From an optimization exercise on the open Yosys and OpenROAD flow, aimed at small area, a short achievable clock period and few clock cycles; shortcuts taken in it are not production practice.
In this exercise RTL edits were held to simulation tests only and were not proved equivalent to the original.
Power and IR drop assume default switching activity.

**constraint.sdc**
```tcl
create_clock -name core_clock -period 5.5 [get_ports {clk}]
set_input_delay 1.1000 -clock core_clock [delete_from_list [all_inputs] [get_ports {clk}]]
set_output_delay 1.1000 -clock core_clock [all_outputs]
set_load 0.01 [all_outputs]
```
**flow/run.sh**
```bash
#!/bin/bash
# Layout flow: the standard flow, with the port buffers of buffer_ports made from
# sky130_fd_sc_hd__buf_1 instead of the cell buffer_ports picks by itself. The synthesis is the
# standard one, unchanged. Each step's full output goes to a log of its own in this folder.
set -euo pipefail
bash standard.sh synth > synth.log 2>&1
export BUFFER_PORTS_ARGS="-buffer_cell sky130_fd_sc_hd__buf_1"
bash standard.sh floorplan > floorplan.log 2>&1
bash standard.sh place > place.log 2>&1
bash standard.sh cts > cts.log 2>&1
bash standard.sh route > route.log 2>&1
bash standard.sh finish > finish.log 2>&1
```
**config.mk**
```make
export PLATFORM = sky130hd
export DESIGN_NAME = cpu_idle_power_mode_controller
export DESIGN_NICKNAME = cpu_idle_power_mode_controller
export VERILOG_FILES = /design/flow/design.v
export SDC_FILE = /design/flow/constraint.sdc
export NUM_CORES = 4
export LEC_CHECK = 0
export CAP_MARGIN = 20
export CORE_MARGIN = 2
export CORE_UTILIZATION = 65
export CTS_BUF_LIST = sky130_fd_sc_hd__clkbuf_8
export CTS_CLUSTER_DIAMETER = 50
export CTS_CLUSTER_SIZE = 16
export PLACE_DENSITY = 0.75
export SETUP_SLACK_MARGIN = 3.0
export SLEW_MARGIN = 70
```
**standard.sh**
```bash
#!/bin/bash
# synth_recipe.tcl (not shown) runs the flow's synth.tcl, then flattens the netlist and writes it again
# the make line also repeats each setting of config.mk as NAME=value (left out here)
make -C /OpenROAD-flow-scripts/flow DESIGN_CONFIG=/design/flow/config.mk WORK_HOME=/design/flow/orfs CLKGATE_MAP_FILE= SYNTH_SCRIPT=/design/flow/synth_recipe.tcl "${@:-finish}"
```
**design.v**
```verilog
`default_nettype none
package cipm_pkg;
  localparam int NUM_CPUS  = 8;
  localparam int NUM_MODES = 4;
  localparam int CPU_IDX_W  = (NUM_CPUS > 1) ? $clog2(NUM_CPUS) : 1;
  localparam int MODE_IDX_W = (NUM_MODES > 1) ? $clog2(NUM_MODES) : 1;
  typedef enum logic [1:0] {
    CMD_ENTER   = 2'd0,
    CMD_EXIT    = 2'd1,
    CMD_DISABLE = 2'd2,
    CMD_ENABLE  = 2'd3
  } cmd_e;
  typedef enum logic [1:0] {
    KIND_PLAIN   = 2'd0,
    KIND_CLUSTER = 2'd1,
    KIND_SYSTEM  = 2'd2,
    KIND_OTHER   = 2'd3
  } kind_e;
  typedef enum logic [2:0] {
    REG_SIBLINGS      = 3'd0,
    REG_ENTRY_ALLOWED = 3'd1,
    REG_RESIDENCY     = 3'd2,
    REG_PSCI_CODE     = 3'd3,
    REG_KIND          = 3'd4,
    REG_ONLINE        = 3'd5,
    REG_CLUSTER_MAP   = 3'd6
  } cfg_reg_e;
  localparam logic [7:0] COUNT_MAX = 8'hFF;
  typedef struct packed {
    logic [31:0] mode_siblings;
    logic [31:0] mode_entry_allowed;
    logic [63:0] mode_residency;
    logic [63:0] mode_psci_code;
    logic [7:0]  mode_kind;
    logic [7:0]  online_mask;
    logic [15:0] cpu_cluster_map;
  } cfg_t;
  typedef struct packed {
    logic [1:0]  cmd;
    logic [2:0]  cpu;
    logic [31:0] base_index;
    logic [15:0] sleep_length;
    logic        cancel;
    logic [1:0]  mode_type;
    logic        system_refused;
  } req_t;
  typedef struct packed {
    logic [31:0] result_index;
    logic [3:0]  entered_modes;
    logic [3:0]  exited_modes;
    logic [7:0]  wake_cpus;
    logic        core_off;
    logic        core_on;
    logic        cluster_off;
    logic        cluster_on;
    logic [1:0]  cluster_number;
    logic        system_enter;
    logic        system_exit;
    logic        exit_cancelled;
  } rsp_t;
  function automatic logic ge16(input logic [15:0] a, input logic [15:0] b);
    logic [15:0] gt;
    logic [15:0] eq;
    gt = a & ~b;
    eq = ~(a ^ b);
    for (int w = 1; w < 16; w = w * 2) begin
      for (int i = 0; i < 16; i = i + 2 * w) begin
        gt[i] = gt[i + w] | (eq[i + w] & gt[i]);
        eq[i] = eq[i + w] & eq[i];
      end
    end
    ge16 = gt[0] | eq[0];
  endfunction
  function automatic logic [7:0] inc8(input logic [7:0] x);
    logic carry;
    carry = 1'b1;
    for (int i = 0; i < 8; i++) begin
      inc8[i] = x[i] ^ carry;
      carry   = carry & x[i];
    end
  endfunction
  function automatic logic [7:0] dec8(input logic [7:0] x);
    logic borrow;
    borrow = 1'b1;
    for (int i = 0; i < 8; i++) begin
      dec8[i] = x[i] ^ borrow;
      borrow  = borrow & !x[i];
    end
  endfunction
endpackage
`default_nettype wire
`default_nettype none
module cipm_cfg_regs (
  input  wire logic        clk,
  input  wire logic        rst,
  input  wire logic        cfg_valid,
  output logic             cfg_ready,
  input  wire logic [2:0]  cfg_index,
  input  wire logic [63:0] cfg_data,
  output cipm_pkg::cfg_t             regs
);
  logic [63:0] wdata;    
  logic [7:0]  wdata_on;   
  logic [6:0]  we;
  assign cfg_ready = 1'b1;
  assign wdata     = rst ? 64'd0 : cfg_data;
  assign wdata_on  = rst ? 8'hFF : cfg_data[7:0];
  always_comb begin
    for (int i = 0; i < 7; i++) begin
      we[i] = rst || (cfg_valid && (cfg_index == 3'(i)));
    end
  end
  always_ff @(posedge clk) begin
    if (we[cipm_pkg::REG_SIBLINGS])      regs.mode_siblings      <= wdata[31:0];
    if (we[cipm_pkg::REG_ENTRY_ALLOWED]) regs.mode_entry_allowed <= wdata[31:0];
    if (we[cipm_pkg::REG_RESIDENCY])     regs.mode_residency     <= wdata;
    if (we[cipm_pkg::REG_PSCI_CODE])     regs.mode_psci_code     <= wdata;
    if (we[cipm_pkg::REG_KIND])          regs.mode_kind          <= wdata[7:0];
    if (we[cipm_pkg::REG_ONLINE])        regs.online_mask        <= wdata_on;
    if (we[cipm_pkg::REG_CLUSTER_MAP])   regs.cpu_cluster_map    <= wdata[15:0];
  end
endmodule
`default_nettype wire
`default_nettype none
module cipm_engine (
  input  wire logic           clk,
  input  wire logic           rst,
  input  wire logic           req_valid,
  output logic                req_ready,
  input  cipm_pkg::req_t      req,
  input  cipm_pkg::cfg_t      regs,
  input  wire logic           res_wr,
  input  wire logic           out_ready,
  output logic                out_valid,
  output cipm_pkg::rsp_t      out_rsp
);
  localparam int NC = cipm_pkg::NUM_CPUS;
  localparam int NM = cipm_pkg::NUM_MODES;
  logic [NC-1:0]          cpu_down;
  logic [NC-1:0][15:0]    cpu_sleep;
  logic [NC-1:0][NM-1:0]  cpu_ge;
  logic [NM-1:0]          mode_down;
  logic [NM-1:0][7:0]     mode_count;
  logic                   rc_busy;    
  logic                   rc_load;    
  logic                   rc_cmp;     
  logic                   rc_wr;      
  logic [2:0]             rc_idx;
  logic                   a_valid;
  logic [2:0]             a_cpu;
  logic                   a_enter;
  logic                   a_exit;
  logic [NM-1:0]          a_ge;
  logic [NM-1:0]          a_ent;
  logic [NM-1:0]          a_ext;
  logic [NM-1:0]          a_dis;
  logic [NM-1:0]          a_ena;
  logic [1:0]             a_cluster;
  logic [31:0]            a_base;
  logic                   a_cancel;
  logic [NM-1:0][NC-1:0]  sib;
  logic [NM-1:0][NC-1:0]  need;       
  logic [NM-1:0]          kind_cl;
  logic [NM-1:0]          kind_sys;
  always_comb begin
    for (int m = 0; m < NM; m++) begin
      sib[m]      = regs.mode_siblings[8*m +: NC];
      need[m]     = regs.mode_siblings[8*m +: NC] & regs.online_mask[NC-1:0];
      kind_cl[m]  = (regs.mode_kind[2*m +: 2] == cipm_pkg::KIND_CLUSTER);
      kind_sys[m] = (regs.mode_kind[2*m +: 2] == cipm_pkg::KIND_SYSTEM);
    end
  end
  logic b_free;
  logic a_free;
  logic b_adv;
  logic accept;
  logic both_full;
  assign b_free    = !out_valid || out_ready;
  assign a_free    = !a_valid || b_free;
  assign b_adv     = a_valid && b_free;
  assign req_ready = !rc_busy && (out_ready || !both_full);
  assign accept    = req_valid && req_ready;
  always_ff @(posedge clk) begin
    if (rst) begin
      both_full <= 1'b0;
    end else begin
      both_full <= (a_free ? accept : a_valid) && (b_free ? a_valid : out_valid);
    end
  end
  logic [15:0]   cmp_sleep;
  logic [NM-1:0] cmp_ge;
  logic [NM-1:0] in_member;
  logic [NM-1:0] in_allowed;
  logic          in_online;
  logic          in_enter;
  logic          in_exit;
  logic          in_dis;
  logic          in_ena;
  logic [NM-1:0] in_ent;
  logic [NM-1:0] in_ext;
  logic [NM-1:0] in_dis_m;
  logic [NM-1:0] in_ena_m;
  assign cmp_sleep = rc_cmp ? a_base[15:0] : req.sleep_length;
  assign in_enter  = (req.cmd == cipm_pkg::CMD_ENTER);
  assign in_exit   = (req.cmd == cipm_pkg::CMD_EXIT);
  assign in_dis    = (req.cmd == cipm_pkg::CMD_DISABLE);
  assign in_ena    = (req.cmd == cipm_pkg::CMD_ENABLE);
  assign in_online = regs.online_mask[req.cpu];
  always_comb begin
    for (int m = 0; m < NM; m++) begin
      cmp_ge[m]     = cipm_pkg::ge16(cmp_sleep, regs.mode_residency[16*m +: 16]);
      in_member[m]  = regs.mode_siblings[8*m + req.cpu];
      in_allowed[m] = regs.mode_entry_allowed[8*m + req.cpu];
      in_ent[m]     = in_enter && in_member[m] && in_allowed[m]
                      && (cmp_ge[m] || !in_online)
                      && !(kind_sys[m] && req.system_refused);
      in_ext[m]     = in_exit && in_member[m];
      in_dis_m[m]   = in_dis && in_member[m] && (regs.mode_kind[2*m +: 2] == req.mode_type);
      in_ena_m[m]   = in_ena && in_member[m] && (regs.mode_kind[2*m +: 2] == req.mode_type);
    end
  end
  always_ff @(posedge clk) begin
    if (rst) begin
      a_valid <= 1'b0;
    end else if (a_free) begin
      a_valid <= accept;
    end
  end
  always_ff @(posedge clk) begin
    if (a_free) begin
      a_cpu     <= req.cpu;
      a_enter   <= in_enter;
      a_exit    <= in_exit;
      a_ge      <= cmp_ge;
      a_ent     <= in_ent;
      a_ext     <= in_ext;
      a_dis     <= in_dis_m;
      a_ena     <= in_ena_m;
      a_cluster <= regs.cpu_cluster_map[2*req.cpu +: 2];
      if (rc_load)       a_base <= {16'd0, cpu_sleep[rc_idx]};
      else if (in_enter) a_base <= req.base_index;
      else               a_base <= 32'd0;
      a_cancel  <= req.cancel;
    end
  end
  always_ff @(posedge clk) begin
    for (int c = 0; c < NC; c++) begin
      if (accept && in_enter && (req.cpu == c[2:0])) begin
        cpu_sleep[c] <= req.sleep_length;
      end
    end
  end
  logic [NC-1:0]  a_sel;
  logic [NM-1:0]  cnt_zero;
  logic [NM-1:0]  cnt_full;
  logic [NM-1:0]  entered;
  logic [NM-1:0]  exited;
  logic [NM-1:0]  woken;
  logic [NM-1:0]  sib_ok;
  logic [NM-1:0][7:0] count_next;
  cipm_pkg::rsp_t rsp_next;
  always_comb begin
    for (int c = 0; c < NC; c++) a_sel[c] = (a_cpu == c[2:0]);
    for (int m = 0; m < NM; m++) begin
      cnt_zero[m] = (mode_count[m] == 8'd0);
      cnt_full[m] = (mode_count[m] == cipm_pkg::COUNT_MAX);
      sib_ok[m] = 1'b1;
      for (int c = 0; c < NC; c++) begin
        if (need[m][c] && !a_sel[c] && !(cpu_down[c] && cpu_ge[c][m])) sib_ok[m] = 1'b0;
      end
      entered[m] = a_ent[m] && cnt_zero[m] && sib_ok[m];
      exited[m]  = a_ext[m] && mode_down[m];
      woken[m]   = a_dis[m] && cnt_zero[m];
      if (a_dis[m] && !cnt_full[m])      count_next[m] = cipm_pkg::inc8(mode_count[m]);
      else if (a_ena[m] && !cnt_zero[m]) count_next[m] = cipm_pkg::dec8(mode_count[m]);
      else                               count_next[m] = mode_count[m];
    end
    rsp_next = '0;
    rsp_next.result_index   = a_base;
    rsp_next.entered_modes  = entered;
    rsp_next.exited_modes   = exited;
    rsp_next.core_off       = a_enter;
    rsp_next.core_on        = a_exit;
    rsp_next.cluster_number = a_cluster;
    rsp_next.cluster_off    = |(entered & kind_cl);
    rsp_next.system_enter   = |(entered & kind_sys);
    rsp_next.cluster_on     = |(exited & kind_cl);
    rsp_next.system_exit    = |(exited & kind_sys);
    rsp_next.exit_cancelled = |(exited & kind_sys) && a_cancel;
    for (int m = 0; m < NM; m++) begin
      if (entered[m]) rsp_next.result_index[15:0] = rsp_next.result_index[15:0]
                                                    | regs.mode_psci_code[16*m +: 16];
      if (woken[m])   rsp_next.wake_cpus = rsp_next.wake_cpus | need[m];
    end
  end
  always_ff @(posedge clk) begin
    if (rst) begin
      out_valid  <= 1'b0;
      cpu_down   <= '0;
      mode_down  <= '0;
      mode_count <= '0;
    end else begin
      if (b_free) begin
        out_valid <= a_valid;
      end
      if (b_adv) begin
        if (a_enter) cpu_down <= cpu_down | a_sel;
        if (a_exit)  cpu_down <= cpu_down & ~a_sel;
        mode_down  <= (mode_down | entered) & ~exited;
        mode_count <= count_next;
      end
    end
  end
  always_ff @(posedge clk) begin
    if (b_free) begin
      out_rsp <= rsp_next;
    end
  end
  always_ff @(posedge clk) begin
    if (rst) begin
      rc_busy <= 1'b0;
      rc_load <= 1'b0;
      rc_cmp  <= 1'b0;
      rc_wr   <= 1'b0;
      rc_idx  <= '0;
    end else if (res_wr) begin
      rc_busy <= 1'b1;
      rc_load <= 1'b1;
      rc_cmp  <= 1'b0;
      rc_wr   <= 1'b0;
      rc_idx  <= '0;
    end else begin
      rc_busy <= rc_load;
      rc_cmp <= rc_load;
      rc_wr  <= rc_cmp;
      if (rc_load) begin
        rc_load <= (rc_idx != 3'(NC - 1));
      end
      if (rc_load || rc_cmp) begin
        rc_idx  <= rc_idx + 3'd1;
      end
    end
  end
  logic [2:0] rc_widx;
  assign rc_widx = rc_idx - 3'd2;
  always_ff @(posedge clk) begin
    for (int c = 0; c < NC; c++) begin
      if ((rc_wr && (rc_widx == c[2:0])) || (b_adv && a_enter && a_sel[c])) begin
        cpu_ge[c] <= a_ge;
      end
    end
  end
endmodule
`default_nettype wire
`default_nettype none
module cpu_idle_power_mode_controller (
  input  wire logic        clk,
  input  wire logic        rst,
  input  wire logic        req_valid,
  output logic             req_ready,
  input  wire logic [1:0]  req_cmd,
  input  wire logic [2:0]  req_cpu,
  input  wire logic [31:0] req_base_index,
  input  wire logic [15:0] req_sleep_length,
  input  wire logic        req_cancel,
  input  wire logic [1:0]  req_mode_type,
  input  wire logic        req_system_refused,
  output logic             rsp_valid,
  input  wire logic        rsp_ready,
  output logic [31:0]      rsp_result_index,
  output logic [3:0]       rsp_entered_modes,
  output logic [3:0]       rsp_exited_modes,
  output logic [7:0]       rsp_wake_cpus,
  output logic             rsp_core_off,
  output logic             rsp_core_on,
  output logic             rsp_cluster_off,
  output logic             rsp_cluster_on,
  output logic [1:0]       rsp_cluster_number,
  output logic             rsp_system_enter,
  output logic             rsp_system_exit,
  output logic             rsp_exit_cancelled,
  input  wire logic        cfg_valid,
  output logic             cfg_ready,
  input  wire logic [2:0]  cfg_index,
  input  wire logic [63:0] cfg_data
);
  cipm_pkg::cfg_t regs;
  cipm_pkg::req_t req;
  logic out_valid;
  cipm_pkg::rsp_t out_rsp;
  logic res_wr;
  assign req.cmd            = req_cmd;
  assign req.cpu            = req_cpu;
  assign req.base_index     = req_base_index;
  assign req.sleep_length   = req_sleep_length;
  assign req.cancel         = req_cancel;
  assign req.mode_type      = req_mode_type;
  assign req.system_refused = req_system_refused;
  assign res_wr = cfg_valid && (cfg_index == cipm_pkg::REG_RESIDENCY);
  cipm_cfg_regs u_cfg_regs (
    .clk       (clk),
    .rst       (rst),
    .cfg_valid (cfg_valid),
    .cfg_ready (cfg_ready),
    .cfg_index (cfg_index),
    .cfg_data  (cfg_data),
    .regs      (regs)
  );
  cipm_engine u_engine (
    .clk       (clk),
    .rst       (rst),
    .req_valid (req_valid),
    .req_ready (req_ready),
    .req       (req),
    .regs      (regs),
    .res_wr    (res_wr),
    .out_ready (rsp_ready),
    .out_valid (out_valid),
    .out_rsp   (out_rsp)
  );
  assign rsp_valid          = out_valid;
  assign rsp_result_index   = out_rsp.result_index;
  assign rsp_entered_modes  = out_rsp.entered_modes;
  assign rsp_exited_modes   = out_rsp.exited_modes;
  assign rsp_wake_cpus      = out_rsp.wake_cpus;
  assign rsp_core_off       = out_rsp.core_off;
  assign rsp_core_on        = out_rsp.core_on;
  assign rsp_cluster_off    = out_rsp.cluster_off;
  assign rsp_cluster_on     = out_rsp.cluster_on;
  assign rsp_cluster_number = out_rsp.cluster_number;
  assign rsp_system_enter   = out_rsp.system_enter;
  assign rsp_system_exit    = out_rsp.system_exit;
  assign rsp_exit_cancelled = out_rsp.exit_cancelled;
endmodule
`default_nettype wire
```
==> run_results.csv, run 1 <==
group,metric,value,unit
logic_synthesis,post_synth.cell_area_avg,14.39,µm²
sta,hold_viol,0,
global_routing,antenna_found_initial,0,
pwr,power_density,298.5,nW/µm²
sta,period_needed,2.581,ns
finish,diodes,0,
routing,drc,0,
worst_setup_path,cp.depth,4,
worst_setup_path,cp_max_fo,3,
global_routing,track_usage,30.56,%
placed_design,gp_congestion,0.9445,
global_routing,grt-ovfl-total,0,
routing,num_vias,14939,
sta,final_max_slew_viol_count,0,
finish,fin_cells,2402,
worst_setup_path,cp-startpoint,"rsp_ready",
logic_synthesis,ys.flop_type,"edfxtp_1",
placed_design,dp_hpwl,40600,µm
logic_synthesis,synth_fp_nets,1846,
pwr,vdd_drop_max,0.0003046,V
floorplanning,rows,69,
finish,drive_gt1_share,22.77,%
floorplanning,die_area,38030,µm²
clock_network,clk_latency,0.64,ns
finish,nets,2106,
clock_network,clock_path_buffers,3,
outcome,status,"timing/DRC/antenna clean",
placed_design,place.port_buffers,187,
floorplanning,io_pins,189,
global_routing,grt_start_max_net_pins,77,
worst_setup_path,criticalPathCategory,"input pin to output pin",
logic_synthesis,synth_cell_types,71,
placed_design,dpl_cell_area,25850,µm²
clock_network,cts.clk_slew.worst_paths,0.10,ns
logic_synthesis,yosysTopAreaCell,"edfxtp_1",
worst_setup_path,rr_worst_depth,10,
logic_synthesis,syn_inst,1648,
worst_hold_path,min-delay-path-class,"register to register",
worst_setup_path,worst-path-buf-inv,3,
floorplanning,die_height,195.0,µm
sta,worst_pin_slew,0.5093,ns
routing,viasPerCell,6.219,
logic_synthesis,async_flop_share,0,%
worst_setup_path,r2r-end,"u_engine.out_rsp[31]$_DFFE_PP_",
logic_synthesis,ys_top_cells_by_area,"edfxtp_1 (63%), mux4_2 (5.1%), dfxtp_1 (4.6%), ha_1 (3.6%), nand2_1 (2.5%)",
worst_setup_path,worstPathArrival,1.48,ns
finish,post-route-util,77.33,%
logic_synthesis,ys_warn_count,2,
finish,design_area,27640,µm²
sta,rsz0062_at_grt,"true",
sta,worst_clock_skew,0.02267,ns
worst_setup_path,reg2reg_slack,2.94,ns
clock_network,cts_tree,"done",
sta,max_freq,387.5,MHz
finish,area_growth,16.53,%
job,max_cap_violations,0,
sta,setup_viol,0,
logic_synthesis,yosysMostFrequentCell,"edfxtp_1",
clock_network,cts_made_buffers,47,
clock_network,cts_hold_buf,0,
clock_network,htreeDepth,2,
worst_setup_path,crit_path_end,"req_ready",
worst_setup_path,cpPeakStageDelay,0.14,ns
clock_network,root_buffer,"clkbuf_8",
floorplanning,core-area,35740,µm²
clock_network,cts_sinks,555,
routing,routed_wl,58180,µm
sta,fin_crit_sh,46.92,%
floorplanning,initial_core_util,66.36,%
logic_synthesis,synth_common_cells,"edfxtp_1 (501), nand2_1 (160), nor2_1 (106)",
logic_synthesis,syn_area,23720,µm²
pwr,power_leakage,9.811,nW
worst_hold_path,hold_path_depth,0,
logic_synthesis,synth_seq_cells,555,
logic_synthesis,synth_top_area_share,63.43,%
routing,wl_per_cell,24.22,µm
floorplanning,die_width,195.0,µm
worst_setup_path,slowest_stage,"a21oi_4",
routing,firstDrtPassIters,7,
logic_synthesis,seq_area_frac_synth,67.99,%
routing,drt-initial-drc-count,1602,
worst_setup_path,r2r_start,"u_engine.a_cpu[2]$_DFFE_PN_",
pwr,finalPower,8.250,mW
global_routing,grt_pass1_wl,86070,µm
worst_setup_path,cp-end-kind,"output pin",
sta,tns,0,ns
worst_setup_path,crit_required,4.40,ns
placed_design,placed_cells,2271,
worst_setup_path,crit_chain,"buf_8 -> inv_8 -> a21oi_4 -> buf_6",
logic_synthesis,synth_edf_count,501,
worst_setup_path,start_kind,"input pin",
global_routing,grt_pass1_vias,14552,
finish,fillers,2148,
routing,drtAntennaViolNets,0,
worst_setup_path,cpLargestDelayFamily,"buffers and inverters",
sta,slew_headroom,65.08,%
-- repair_timing --
action	in CTS	in global routing
endpoints found under the setup margin	49	54
setup buffers	26	19
gates resized for setup	65	58
cloned	1	1
pin swaps	14	26
-- through the flow --
stage	hold slack (ns)	setup WS, ns
global route	0.4433	2.903
finish	0.4323	2.919
detailed placement	0.4063	2.075
CTS	0.4337	2.887
floorplan	0.4003	2.502
global placement	0.4001	1.974
-- registers in the layout, summed over array words and instances (netlist names), 32 cells and up, named ones only --
register / cells
u_engine.a_base: 32
u_engine.cpu_ge: 32
u_cfg_regs.regs: 224
u_engine.mode_count: 32
u_engine.out_rsp: 57
u_engine.cpu_sleep: 128
-- power breakdown --
group	leakage, nW	internal [mW]	switching (mW)	total, mW
sequential	5.44	4.87	0.146	5.01
combinational	3.84	0.353	0.521	0.874
clock	0.523	0.971	1.39	2.36
-- layout make-up --
type / count / area (µm²) / area share (%)
clock buffers: 50 / 688.2 / 2.490
well taps: 461 / 576.8 / 2.087
clock inverters: 32 / 241.5 / 0.8737
multi-input cells: 943 / 7984 / 28.89
flip-flops and latches: 555 / 16140 / 58.38
repair buffers: 281 / 1697 / 6.139
inverters: 80 / 315.3 / 1.141
-- metal layers --
metal | GRT usage, % | share of wire (%)
met5 | 0 | 0
met4 | 12.41 | 3.8
met3 | 4.905 | 8.0
met2 | 49.66 | 48
met1 | 41.99 | 40
-- placed cells by master (no fill, tap or decap), types with 41 or more instances in the layout --
cell type / count
ha_1: 48
buf_4: 59
o21ai_0: 41
mux4_2: 54
nor2b_1: 45
buf_1: 168
clkbuf_8: 52
edfxtp_1: 501
nor2_1: 94
dfxtp_1: 50
nand2_1: 156
inv_1: 90
-- logic make-up after synthesis --
group | synth area share [%]
DFF | 67.99
and+or+nand+nor | 11.41
AOI/OAI and AO/OA | 5.386
buffers and inverters | 2.633
muxes | 7.338
adders and majority gates | 3.640
xor gates and xnor gates | 1.588
other | 0.01581
-- worst min-delay path by stage --
stage | start | endpoint | slack, ns
floorplan | u_engine.a_cluster[0]$_DFFE_PN_ | u_engine.out_rsp[3]$_DFFE_PP_ | 0.40
global placement | u_engine.a_base[19]$_SDFFCE_PP0N_ | u_engine.out_rsp[44]$_DFFE_PP_ | 0.40
detailed placement | u_engine.a_cluster[0]$_DFFE_PN_ | u_engine.out_rsp[3]$_DFFE_PP_ | 0.41
CTS | u_engine.a_cluster[0]$_DFFE_PN_ | u_engine.out_rsp[3]$_DFFE_PP_ | 0.43
global route | u_engine.a_base[25]$_SDFFCE_PP0N_ | u_engine.out_rsp[50]$_DFFE_PP_ | 0.44
finish | u_engine.a_cluster[0]$_DFFE_PN_ | u_engine.out_rsp[3]$_DFFE_PP_ | 0.43
Testbench counts, summed over its fixed seeds: cycles 21,366.
==> run 2: changes to the inputs <==
--- a/design.v
+++ b/design.v
@@ -179,7 +179,7 @@
   assign a_free    = !a_valid || b_free;
   assign b_adv     = a_valid && b_free;
   assign req_ready = !rc_busy && (out_ready || !both_full);
-  assign accept    = req_valid && req_ready;
+  assign accept    = req_valid && !rc_busy && a_free;
   always_ff @(posedge clk) begin
     if (rst) begin
       both_full <= 1'b0;
--- a/config.mk
+++ b/config.mk
@@ -11,6 +11,5 @@
 export CTS_BUF_LIST = sky130_fd_sc_hd__clkbuf_8
 export CTS_CLUSTER_DIAMETER = 50
 export CTS_CLUSTER_SIZE = 16
-export PLACE_DENSITY = 0.75
-export SETUP_SLACK_MARGIN = 3.0
+export SETUP_SLACK_MARGIN = 2.95
 export SLEW_MARGIN = 70
==> run 2 against run 1 <==
Compared with the run above:
- still clean
- critical path depth did not move
- wire length rose by 4.9%
- setup slack got worse by 0.0025 ns
- largest power group unchanged
==> run_results.csv, run 2 <==
group,metric,value,unit
outcome,status,"timing/DRC/antenna clean",
pwr,p_int,6.206,mW
worst_setup_path,worst-path-buf-inv,3,
floorplanning,die_height,195.1,µm
worst_setup_path,cpLargestDelayFamily,"buffers and inverters",
routing,viasPerCell,6.320,
worst_setup_path,start_kind,"input pin",
logic_synthesis,synth_edf_count,501,
finish,drive_gt1_share,20.99,%
routing,drtAntennaViolNets,0,
sta,rsz0062_at_grt,"true",
finish,fillers,2227,
logic_synthesis,ys_warn_count,2,
worst_setup_path,crit_chain,"buf_8 -> inv_2 -> a21oi_2 -> buf_2",
clock_network,cts.clk_slew.worst_paths,0.08,ns
pwr,clkPwrFrac,29.0,%
routing,wl_met3,5337,µm
worst_setup_path,reg2reg_slack,2.98,ns
clock_network,clock_path_buffers,3,
global_routing,grt-ovfl-total,0,
pwr,combPwrFrac,10.3,%
logic_synthesis,post_synth.cell_area_avg,14.43,µm²
global_routing,grt_pass1_vias,14568,
floorplanning,io_pins,189,
logic_synthesis,ys.flop_type,"edfxtp_1",
clock_network,cts_sinks,555,
floorplanning,die_width,195.1,µm
routing,wl_met2,28430,µm
sta,fin_crit_sh,46.97,%
sta,tns,0,ns
logic_synthesis,syn_inst,1645,
worst_setup_path,criticalPathCategory,"input pin to output pin",
worst_setup_path,cp_max_fo,2,
logic_synthesis,synth_cell_types,63,
sta,setup_viol,0,
placed_design,gp_congestion,0.9655,
floorplanning,core-area,35740,µm²
finish,regMostFlops,"u_cfg_regs.regs",
pwr,switchingPower,2.056,mW
sta,period_needed,2.583,ns
global_routing,grt_start_max_net_pins,68,
routing,routed_wl,61030,µm
sta,worst_slack,2.917,ns
logic_synthesis,yosysMostFrequentCell,"edfxtp_1",
clock_network,clk_latency,0.67,ns
finish,nets,2089,
finish,area_growth,15.28,%
pwr,p_seq_share,60.7,%
worst_setup_path,cpPeakStageDelay,0.14,ns
placed_design,dp_hpwl,43100,µm
worst_setup_path,cp-end-kind,"output pin",
logic_synthesis,synth_common_cells,"edfxtp_1 (501), nand2_1 (128), inv_1 (107)",
floorplanning,die_area,38070,µm²
logic_synthesis,synth_top_area_share,63.37,%
floorplanning,initial_core_util,66.42,%
pwr,vdd_drop_max,0.0002857,V
worst_setup_path,worstPathArrival,1.48,ns
pwr,p_sw_share,24.89,%
global_routing,track_usage,32.38,%
worst_setup_path,slowest_stage,"buf_2",
finish,final_common_cell,"edfxtp_1",
floorplanning,rows,69,
pwr,power_leakage,9.737,nW
placed_design,place.port_buffers,187,
clock_network,cts_tree,"done",
logic_synthesis,async_flop_share,0,%
routing,drc,0,
placed_design,placed_cells,2273,
pwr,finalPower,8.263,mW
placed_design,place_ws,2.108,ns
placed_design,dpl_cell_area,25910,µm²
routing,firstDrtPassIters,8,
global_routing,grt_pass1_wl,89710,µm
logic_synthesis,syn_area,23740,µm²
clock_network,htreeDepth,2,
logic_synthesis,seq_area_frac_synth,67.92,%
finish,fin_cells,2377,
worst_setup_path,rr_worst_depth,9,
routing,num_vias,15022,
finish,post-route-util,76.57,%
sta,worst_clock_skew,0.02744,ns
sta,hold_viol,0,
worst_setup_path,r2r-end,"u_engine.out_rsp[36]$_DFFE_PP_",
routing,drt-initial-drc-count,1833,
routing,wl_per_cell,25.68,µm
worst_setup_path,crit_required,4.40,ns
worst_setup_path,cp.depth,4,
worst_hold_path,hold_start,"u_engine.a_base[30]$_SDFFCE_PP0N_",
worst_hold_path,hold_path_end,"u_engine.out_rsp[55]$_DFFE_PP_",
finish,reg_top3,"u_cfg_regs.regs (224), u_engine.cpu_sleep (128), u_engine.out_rsp (57)",
sta,max_freq,387.1,MHz
logic_synthesis,synth_fp_nets,1843,
sta,hold_ws,0.4246,ns
worst_hold_path,min-delay-path-class,"register to register",
clock_network,root_buffer,"clkbuf_8",
logic_synthesis,synth_seq_cells,555,
finish,final_cell_mix,"edfxtp_1 (501), buf_1 (171), nand2_1 (124)",
finish,design_area,27370,µm²
worst_setup_path,r2r_start,"u_engine.a_cpu[1]$_DFFE_PN_",
logic_synthesis,ys_top_cells_by_area,"edfxtp_1 (63%), mux4_2 (5.1%), dfxtp_1 (4.6%), ha_1 (3.6%), nand2_1 (2.0%)",
logic_synthesis,yosysTopAreaCell,"edfxtp_1",
pwr,power_density,301.9,nW/µm²
job,max_cap_violations,0,
sta,final_max_slew_viol_count,0,
routing,wl_met1,25250,µm
routing,routed.top_layer,"met4",
global_routing,antenna_found_initial,1,
worst_hold_path,hold_path_depth,0,
finish,largest_register_ffs,224,
clock_network,cts_made_buffers,47,
==> run 2: cell types whose count changed after synthesis, sizes merged, moves of 7 or more <==
cell / delta
inv: +27
nand2: -32
nand3: -13
nor2: -22
o211ai: +18
xnor2: +7
==> run 2: worst reg2reg max path, delay by kind of cell (launching register included) <==
kind | cells | cell delay, ns
AND/OR/NAND/NOR | 4 | 0.69
AO/OA/AOI/OAI | 2 | 0.54
buffers and inverters | 3 | 0.49
flip-flops | 1 | 0.52
==> run 2: cells by family (layout without fill, tap and decap cells) <==
kind of cell / after synthesis / after routing / synth area share [%]
flops: 555 / 555 / 67.92
simple gates: 470 / 470 / 10.14
compound gates: 228 / 228 / 6.298
buf+inv: 176 / 446 / 3.041
mux: 100 / 100 / 7.247
fa+ha+maj: 69 / 69 / 3.637
xor+xnor: 46 / 46 / 1.697
other cells: 1 / 2 / 0.01580
==> run 2: layout make-up <==
class                   count  area (µm²)  area share [%]
flip-flops and latches    555       16140           58.98
clock buffers              49       674.4           2.464
clock inverters            24       249.0          0.9098
diodes                      1       2.502        0.009144
repair buffers            266        1551           5.669
inverters                 107       409.1           1.495
multi-input cells         914        7764           28.37
well taps                 461       576.8           2.108
==> run 2: repair_timing <==
item,4_1_cts,5_1_grt
hold buffers,0,0
gates cloned,1,0
endpoints found under the setup margin,27,20
setup buffers,20,5
gates resized for setup,38,26
pin swaps,10,15
==> run 2: how the worst max path moves through the flow <==
stage                     slack (ns)                              to                        start
after global placement          2.05     u_engine.a_ent[3]$_DFFE_PN_                   req_cpu[1]
after detailed placement        2.11     u_engine.a_ent[2]$_DFFE_PN_          req_sleep_length[1]
after global routing            2.89     u_engine.a_ent[2]$_DFFE_PN_          req_sleep_length[1]
final                           2.92                       req_ready                    rsp_ready
after floorplan                 2.43   u_engine.cpu_ge[16]$_DFFE_PP_                    rsp_ready
after CTS                       2.93  u_engine.out_rsp[31]$_DFFE_PP_  u_engine.a_cpu[1]$_DFFE_PN_
==> run 2: power groups by stage <==
stage          Combinational, mW  Clock, mW  Sequential (mW)
6_report                   0.850       2.39             5.02
4_1_cts                    0.812       2.42             5.01
2_1_floorplan              0.474          0             5.05
3_3_place_gp               0.718          0             5.11
3_5_place_dp               0.784          0             5.11
5_1_grt                    0.917       2.56             5.04
==> run 2: layer usage <==
metal | GRT usage (%) | up-vias
met5 | 0 | -
met4 | 11.96 | 0
met3 | 4.663 | 123
met2 | 49.70 | 786
met1 | 48.07 | 7459
li1 | - | 6654
Testbench counts of run 2, summed over its fixed seeds: cycles 21,366.
==> run 3: changes to the inputs <==
--- a/config.mk
+++ b/config.mk
@@ -11,5 +11,5 @@
 export CTS_BUF_LIST = sky130_fd_sc_hd__clkbuf_8
 export CTS_CLUSTER_DIAMETER = 50
 export CTS_CLUSTER_SIZE = 16
-export SETUP_SLACK_MARGIN = 2.95
+export SETUP_SLACK_MARGIN = 3.0
 export SLEW_MARGIN = 70
==> run 3 against run 2 <==
Compared with the run above:
- global-route usage is 0.83 points lower
- via count is 0.41% lower
- core utilization is 0.53 points lower
- first-iteration DRC count is 3.8% lower
- maximum frequency is 2.3% higher
==> run_results.csv, run 3 <==
group,metric,value,unit
finish,regMostFlops,"u_cfg_regs.regs",
floorplanning,io_pins,189,
clock_network,cts_hold_buf,0,
floorplanning,die_area,38070,µm²
sta,hold_viol,0,
clock_network,cts.clk_slew.worst_paths,0.09,ns
placed_design,dpl_cell_area,25910,µm²
routing,wl_per_cell,25.29,µm
finish,reg_top3,"u_cfg_regs.regs (224), u_engine.cpu_sleep (128), u_engine.out_rsp (57)",
worst_hold_path,hold_start,"u_engine.a_base[28]$_SDFFCE_PP0N_",
logic_synthesis,seq_area_frac_synth,67.92,%
clock_network,cts_sinks,555,
worst_hold_path,hold_path_end,"u_engine.out_rsp[53]$_DFFE_PP_",
routing,drt-initial-drc-count,1764,
pwr,switchingPower,2.037,mW
global_routing,grt-ovfl-total,0,
finish,fin_cells,2358,
finish,diodes,0,
logic_synthesis,synth_edf_count,501,
sta,tns,0,ns
sta,worst_clock_skew,0.03214,ns
sta,fin_crit_sh,45.93,%
global_routing,grt_start_max_net_pins,68,
finish,largest_register_ffs,224,
placed_design,place_ws,2.105,ns
finish,area_growth,14.48,%
finish,multi_input_area,7790,µm²
pwr,power_density,300.1,nW/µm²
floorplanning,die_width,195.1,µm
sta,final_max_slew_viol_count,0,
worst_setup_path,rr_worst_depth,7,
finish,nets,2066,
logic_synthesis,synth_top_area_share,63.37,%
worst_setup_path,crit_required,4.40,ns
pwr,p_int,6.119,mW
sta,worst_slack,2.974,ns
global_routing,grt_pass1_vias,14478,
clock_network,root_buffer,"clkbuf_8",
logic_synthesis,synth_fp_nets,1843,
worst_setup_path,worstPathArrival,1.43,ns
clock_network,cts_tree,"done",
routing,num_vias,14961,
sta,period_needed,2.526,ns
logic_synthesis,ys_top_cells_by_area,"edfxtp_1 (63%), mux4_2 (5.1%), dfxtp_1 (4.6%), ha_1 (3.6%), nand2_1 (2.0%)",
worst_setup_path,start_kind,"input pin",
worst_setup_path,slowest_stage,"buf_2",
finish,final_cell_mix,"edfxtp_1 (501), buf_1 (167), nand2_1 (124)",
routing,drc,0,
logic_synthesis,async_flop_share,0,%
worst_setup_path,cp-end-kind,"output pin",
placed_design,gp_congestion,0.9926,
logic_synthesis,yosysTopAreaCell,"edfxtp_1",
floorplanning,core-area,35740,µm²
worst_setup_path,crit_chain,"buf_8 -> inv_4 -> a21oi_2 -> buf_2",
logic_synthesis,ys_warn_count,2,
finish,drive_gt1_share,20.40,%
pwr,finalPower,8.156,mW
sta,max_freq,395.9,MHz
clock_network,clk_latency,0.66,ns
logic_synthesis,post_synth.cell_area_avg,14.43,µm²
finish,design_area,27180,µm²
logic_synthesis,syn_inst,1645,
sta,setup_viol,0,
logic_synthesis,synth_seq_cells,555,
global_routing,track_usage,31.55,%
floorplanning,rows,69,
worst_setup_path,cpPeakStageDelay,0.13,ns
worst_setup_path,reg2reg_slack,3.04,ns
clock_network,htreeDepth,2,
pwr,combPwrFrac,10.2,%
worst_setup_path,r2r_start,"u_engine.a_cpu[1]$_DFFE_PN_",
logic_synthesis,synth_common_cells,"edfxtp_1 (501), nand2_1 (128), inv_1 (107)",
global_routing,grt_pass1_wl,88000,µm
routing,viasPerCell,6.345,
routing,routed_wl,59640,µm
pwr,p_sw_share,24.97,%
pwr,power_leakage,9.618,nW
worst_setup_path,criticalPathCategory,"input pin to output pin",
routing,firstDrtPassIters,6,
pwr,vdd_drop_max,0.0002772,V
placed_design,placed_cells,2268,
finish,final_common_cell,"edfxtp_1",
global_routing,antenna_found_initial,0,
placed_design,dp_hpwl,42720,µm
routing,drtAntennaViolNets,0,
worst_hold_path,hold_path_depth,0,
clock_network,clock_path_buffers,3,
logic_synthesis,yosysMostFrequentCell,"edfxtp_1",
finish,register_area,16140,µm²
clock_network,cts_made_buffers,47,
worst_hold_path,min-delay-path-class,"register to register",
pwr,clkPwrFrac,28.3,%
finish,fillers,2245,
job,max_cap_violations,0,
logic_synthesis,ys.flop_type,"edfxtp_1",
placed_design,place.port_buffers,187,
pwr,p_seq_share,61.5,%
outcome,status,"timing/DRC/antenna clean",
sta,rsz0062_at_grt,"true",
floorplanning,initial_core_util,66.42,%
worst_setup_path,cp_max_fo,2,
logic_synthesis,synth_cell_types,63,
worst_setup_path,r2r-end,"u_engine.out_rsp[40]$_DFFE_PP_",
logic_synthesis,syn_area,23740,µm²
floorplanning,die_height,195.1,µm
==> run 3: final cells by class <==
cell class | count | share of cell area (%)
Timing Repair Buffer | 243 | 5.009
Clock buffer | 50 | 2.532
Multi-Input combinational cell | 914 | 28.66
Sequential cell | 555 | 59.38
Inverter | 107 | 1.515
Clock inverter | 28 | 0.7734
Tap cell | 461 | 2.122
==> run 3: logic make-up after synthesis <==
logic type	after synthesis	share of synthesized area, %
DFF	555	67.92
and+or+nand+nor	470	10.14
AOI/OAI and AO/OA	228	6.298
buffers and inverters	176	3.041
muxes	100	7.247
adders and majority gates	69	3.637
xor gates and xnor gates	46	1.697
other	1	0.01580
==> run 3: critical path, delay by kind of cell <==
kind | cells | cell delay, ns
AOI/OAI and AO/OA | 1 | 0.09
buffers and inverters | 3 | 0.24
==> run 3: worst max path at each step <==
stage / start / end / slack, ns
global route: rsp_ready / req_ready / 2.94
CTS: rsp_ready / req_ready / 2.96
detailed placement: req_sleep_length[0] / u_engine.a_ent[0]$_DFFE_PN_ / 2.11
finish: rsp_ready / req_ready / 2.97
global placement: rst / u_cfg_regs.regs[126]$_DFFE_PP_ / 2.12
floorplan: rsp_ready / u_engine.cpu_ge[16]$_DFFE_PP_ / 2.43
==> run 3: metal layers <==
| layer | vias up | track usage (%) | wire length [µm] |
|---|---|---|---|
| li1 | 6626 | - | - |
| met1 | 7414 | 46.46 | 24280 |
| met2 | 796 | 49.11 | 27490 |
| met3 | 125 | 4.024 | 5587 |
| met4 | 0 | 11.90 | 2286 |
| met5 | - | 0 | 0 |
==> run 3: what timing repair did <==
item,in CTS,in global routing
pin swaps,2,10
resized for setup,32,30
setup buffers,1,7
cloned,1,1
setup endpoints to repair,25,21
==> run 3: through the flow <==
stage          hold slack [ns]  util [%]
5_1_grt                 0.4342     76.04
2_1_floorplan           0.4003         -
6_report                0.4265     76.04
4_1_cts                 0.4286     75.31
3_5_place_dp            0.4054     72.49
3_3_place_gp            0.4019     70.77
==> run 3: power by group through the flow <==
stage | logic (mW) | clock network [mW] | registers [mW]
detailed placement | 0.782 | 0 | 5.11
finish | 0.832 | 2.31 | 5.02
global route | 0.899 | 2.49 | 5.04
global placement | 0.721 | 0 | 5.10
floorplan | 0.475 | 0 | 5.05
CTS | 0.797 | 2.34 | 5.01
==> run 4: changes to the inputs <==
--- a/config.mk
+++ b/config.mk
@@ -11,5 +11,6 @@
 export CTS_BUF_LIST = sky130_fd_sc_hd__clkbuf_8
 export CTS_CLUSTER_DIAMETER = 50
 export CTS_CLUSTER_SIZE = 16
+export GPL_ROUTABILITY_DRIVEN = 0
 export SETUP_SLACK_MARGIN = 3.0
 export SLEW_MARGIN = 70
==> run 4 against run 3 <==
Compared with the run above:
- register-to-register slack worse by 0.07 ns
- first-iteration DRC count is 0.79% lower
- die area stayed put
- clock skew is 0.0070 ns higher
- core utilization is 0.89 points higher
- synthesized cell count stayed put
- still clean on timing, DRC and antenna
==> run_results.csv, run 4 <==
group,metric,value,unit
logic_synthesis,syn_inst,1645,
clock_network,cts.clk_slew.worst_paths,0.09,ns
logic_synthesis,syn_area,23740,µm²
worst_setup_path,cp-end-kind,"output pin",
worst_setup_path,crit_required,4.40,ns
logic_synthesis,async_flop_share,0,%
logic_synthesis,yosysTopAreaCell,"edfxtp_1",
finish,regMostFlops,"u_cfg_regs.regs",
sta,worst_clock_skew,0.03919,ns
routing,drt-initial-drc-count,1750,
clock_network,cts_tree,"done",
pwr,power_leakage,9.793,nW
finish,register_area,16140,µm²
global_routing,grt_pass1_wl,87580,µm
sta,hold_viol,0,
worst_setup_path,reg2reg_slack,2.97,ns
clock_network,clk_latency,0.65,ns
finish,fillers,2191,
logic_synthesis,synth_common_cells,"edfxtp_1 (501), nand2_1 (128), inv_1 (107)",
routing,num_vias,14968,
floorplanning,die_height,195.1,µm
logic_synthesis,seq_area_frac_synth,67.92,%
sta,fin_crit_sh,46.21,%
worst_setup_path,r2r_start,"u_engine.a_cpu[1]$_DFFE_PN_",
floorplanning,die_width,195.1,µm
logic_synthesis,synth_fp_nets,1843,
clock_network,cts_made_buffers,47,
finish,final_common_cell,"edfxtp_1",
worst_setup_path,cp_max_fo,2,
worst_setup_path,crit_chain,"buf_8 -> inv_2 -> a21oi_2 -> buf_2",
clock_network,clock_path_buffers,3,
worst_hold_path,hold_path_depth,0,
sta,worst_slack,2.959,ns
finish,fin_cells,2381,
global_routing,grt_start_max_net_pins,48,
finish,largest_register_ffs,224,
clock_network,htreeDepth,2,
finish,reg_top3,"u_cfg_regs.regs (224), u_engine.cpu_sleep (128), u_engine.out_rsp (57)",
sta,rsz0062_at_grt,"true",
logic_synthesis,yosysMostFrequentCell,"edfxtp_1",
routing,drtAntennaViolNets,0,
worst_setup_path,cp-startpoint,"rsp_ready",
sta,hold_ws,0.4255,ns
worst_hold_path,hold_path_end,"u_engine.out_rsp[41]$_DFFE_PP_",
floorplanning,die_area,38070,µm²
logic_synthesis,synth_top_area_share,63.37,%
worst_hold_path,hold_start,"u_engine.a_base[16]$_SDFFCE_PP0N_",
routing,wl_per_cell,24.96,µm
finish,drive_gt1_share,21.31,%
placed_design,place_ws,2.071,ns
finish,final_cell_mix,"edfxtp_1 (501), buf_1 (167), nand2_1 (124)",
worst_setup_path,slowest_stage,"buf_2",
worst_setup_path,cpPeakStageDelay,0.14,ns
logic_synthesis,synth_cell_types,63,
finish,multi_input_area,7838,µm²
global_routing,antenna_found_initial,2,
worst_setup_path,start_kind,"input pin",
pwr,power_density,305.7,nW/µm²
worst_hold_path,min-delay-path-class,"register to register",
pwr,vdd_drop_max,0.0002490,V
worst_setup_path,criticalPathCategory,"input pin to output pin",
outcome,status,"timing/DRC/antenna clean",
sta,max_freq,393.5,MHz
sta,period_needed,2.541,ns
placed_design,dp_hpwl,41810,µm
finish,area_growth,15.82,%
global_routing,track_usage,31.43,%
logic_synthesis,ys_warn_count,2,
sta,tns,0,ns
logic_synthesis,synth_seq_cells,555,
sta,final_max_slew_viol_count,0,
logic_synthesis,post_synth.cell_area_avg,14.43,µm²
placed_design,placed_cells,2262,
worst_setup_path,r2r-end,"u_engine.out_rsp[38]$_DFFE_PP_",
logic_synthesis,ys.flop_type,"edfxtp_1",
floorplanning,core-area,35740,µm²
routing,firstDrtPassIters,8,
finish,nets,2080,
clock_network,root_buffer,"clkbuf_8",
routing,drc,0,
job,max_cap_violations,0,
global_routing,grt_pass1_vias,14445,
logic_synthesis,synth_edf_count,501,
routing,routed_wl,59430,µm
worst_setup_path,worstPathArrival,1.44,ns
floorplanning,io_pins,189,
floorplanning,rows,69,
global_routing,grt-ovfl-total,0,
pwr,finalPower,8.406,mW
logic_synthesis,ys_top_cells_by_area,"edfxtp_1 (63%), mux4_2 (5.1%), dfxtp_1 (4.6%), ha_1 (3.6%), nand2_1 (2.0%)",
floorplanning,initial_core_util,66.42,%
placed_design,place.port_buffers,187,
worst_setup_path,rr_worst_depth,8,
clock_network,cts_sinks,555,
sta,setup_viol,0,
routing,viasPerCell,6.286,
==> run 4: changes by cell type in the layout (fill, tap and decap cells not counted), moves of 3 or more <==
cell	change
nor2b_2	+3
bufinv_16	+4
clkinv_1	-3
buf_4	+11
inv_1	+4
mux2_2	-3
mux2_4	+3
o21ai_1	-4
buf_6	+3
clkbuf_8	+3
==> run 4: what timing repair did <==
action / CTS / global route
setup endpoints to repair: 21 / 25
cloned: 1 / 2
hold buffers: 0 / 0
setup buffers: 8 / 15
resized for setup: 36 / 46
pin swaps: 4 / 12
==> run 4: metrics by stage <==
stage          area, µm²  util [%]
2_1_floorplan      24270         -
3_3_place_gp       25290     70.77
3_5_place_dp       25840     72.29
4_1_cts            27080     75.77
5_1_grt            27500     76.93
6_report           27500     76.93
==> run 4: critical path: cells and delay by family <==
kind | cells | cell delay [ns]
buffers and inverters | 3 | 0.24
AOI/OAI and AO/OA | 1 | 0.10
==> run 4: power breakdown <==
part           internal (mW)  switching, mW
Combinational          0.340          0.505
Sequential              4.87          0.150
Clock                   1.16           1.39
Total                   6.36           2.04
==> run 4: metal layers <==
layer	global-route usage, %	vias up	share of wire [%]
li1	-	6662	-
met1	45.95	7279	40
met2	47.26	868	45
met3	6.028	159	10
met4	12.95	0	4.4
met5	0	-	0
==> run 4: how the worst max path moves through the flow <==
stage          slack, ns                            end
6_report            2.96                      req_ready
5_1_grt             2.93                      req_ready
4_1_cts             2.95                      req_ready
3_5_place_dp        2.07    u_engine.a_ent[0]$_DFFE_PN_
3_3_place_gp        2.16   u_engine.cpu_ge[5]$_DFFE_PP_
2_1_floorplan       2.43  u_engine.cpu_ge[16]$_DFFE_PP_
==> run 4: kinds of logic after synthesis <==
kind of cell | synth area share, %
DFF | 67.92
and+or+nand+nor | 10.14
AOI/OAI and AO/OA | 6.298
buffers and inverters | 3.041
muxes | 7.247
adders and majority gates | 3.637
xor gates and xnor gates | 1.697
other | 0.01580
==> run 4: layout make-up <==
type	instances	area share (%)
well taps	461	2.098
flip-flops and latches	555	58.69
clock buffers	53	2.653
clock inverters	33	1.197
inverters	107	1.488
diodes	1	0.009101
multi-input cells	914	28.51
repair buffers	257	5.356

[static timing again, ports no longer ideal]
Ports are ideal in the flow. The routed layouts listed here were re-timed in OpenROAD. Step 1 (the two cells are an assumption about what drives the block):
set clk [get_ports {clk}]
set_driving_cell -lib_cell sky130_fd_sc_hd__clkbuf_16 $clk
set_driving_cell -lib_cell sky130_fd_sc_hd__buf_2 [delete_from_list [all_inputs] $clk]
Step 2 moves the port delays by t, midway between the first and last clock arrival at a register: inputs arrive t later, outputs are due t later. That takes back most of the time a late clock gives input paths. a / b / c = no drivers / after step 1 / after step 2; a / b = the first two.
run | t, ns | slack for setup (ns) | worst setup path after step 2
run 1 | 0.679 | 2.919 / 2.864 / 2.337 | input to register
run 2 | 0.704 | 2.917 / 2.865 / 2.284 | input to register
run 3 | 0.690 | 2.974 / 2.922 / 2.392 | input to register
run 4 | 0.686 | 2.959 / 2.905 / 2.350 | input to register
After both steps every run listed still meets setup and hold. The setup slack of run 2, which loses most, moves by -0.052 ns with the drivers and by -0.633 ns with both steps.
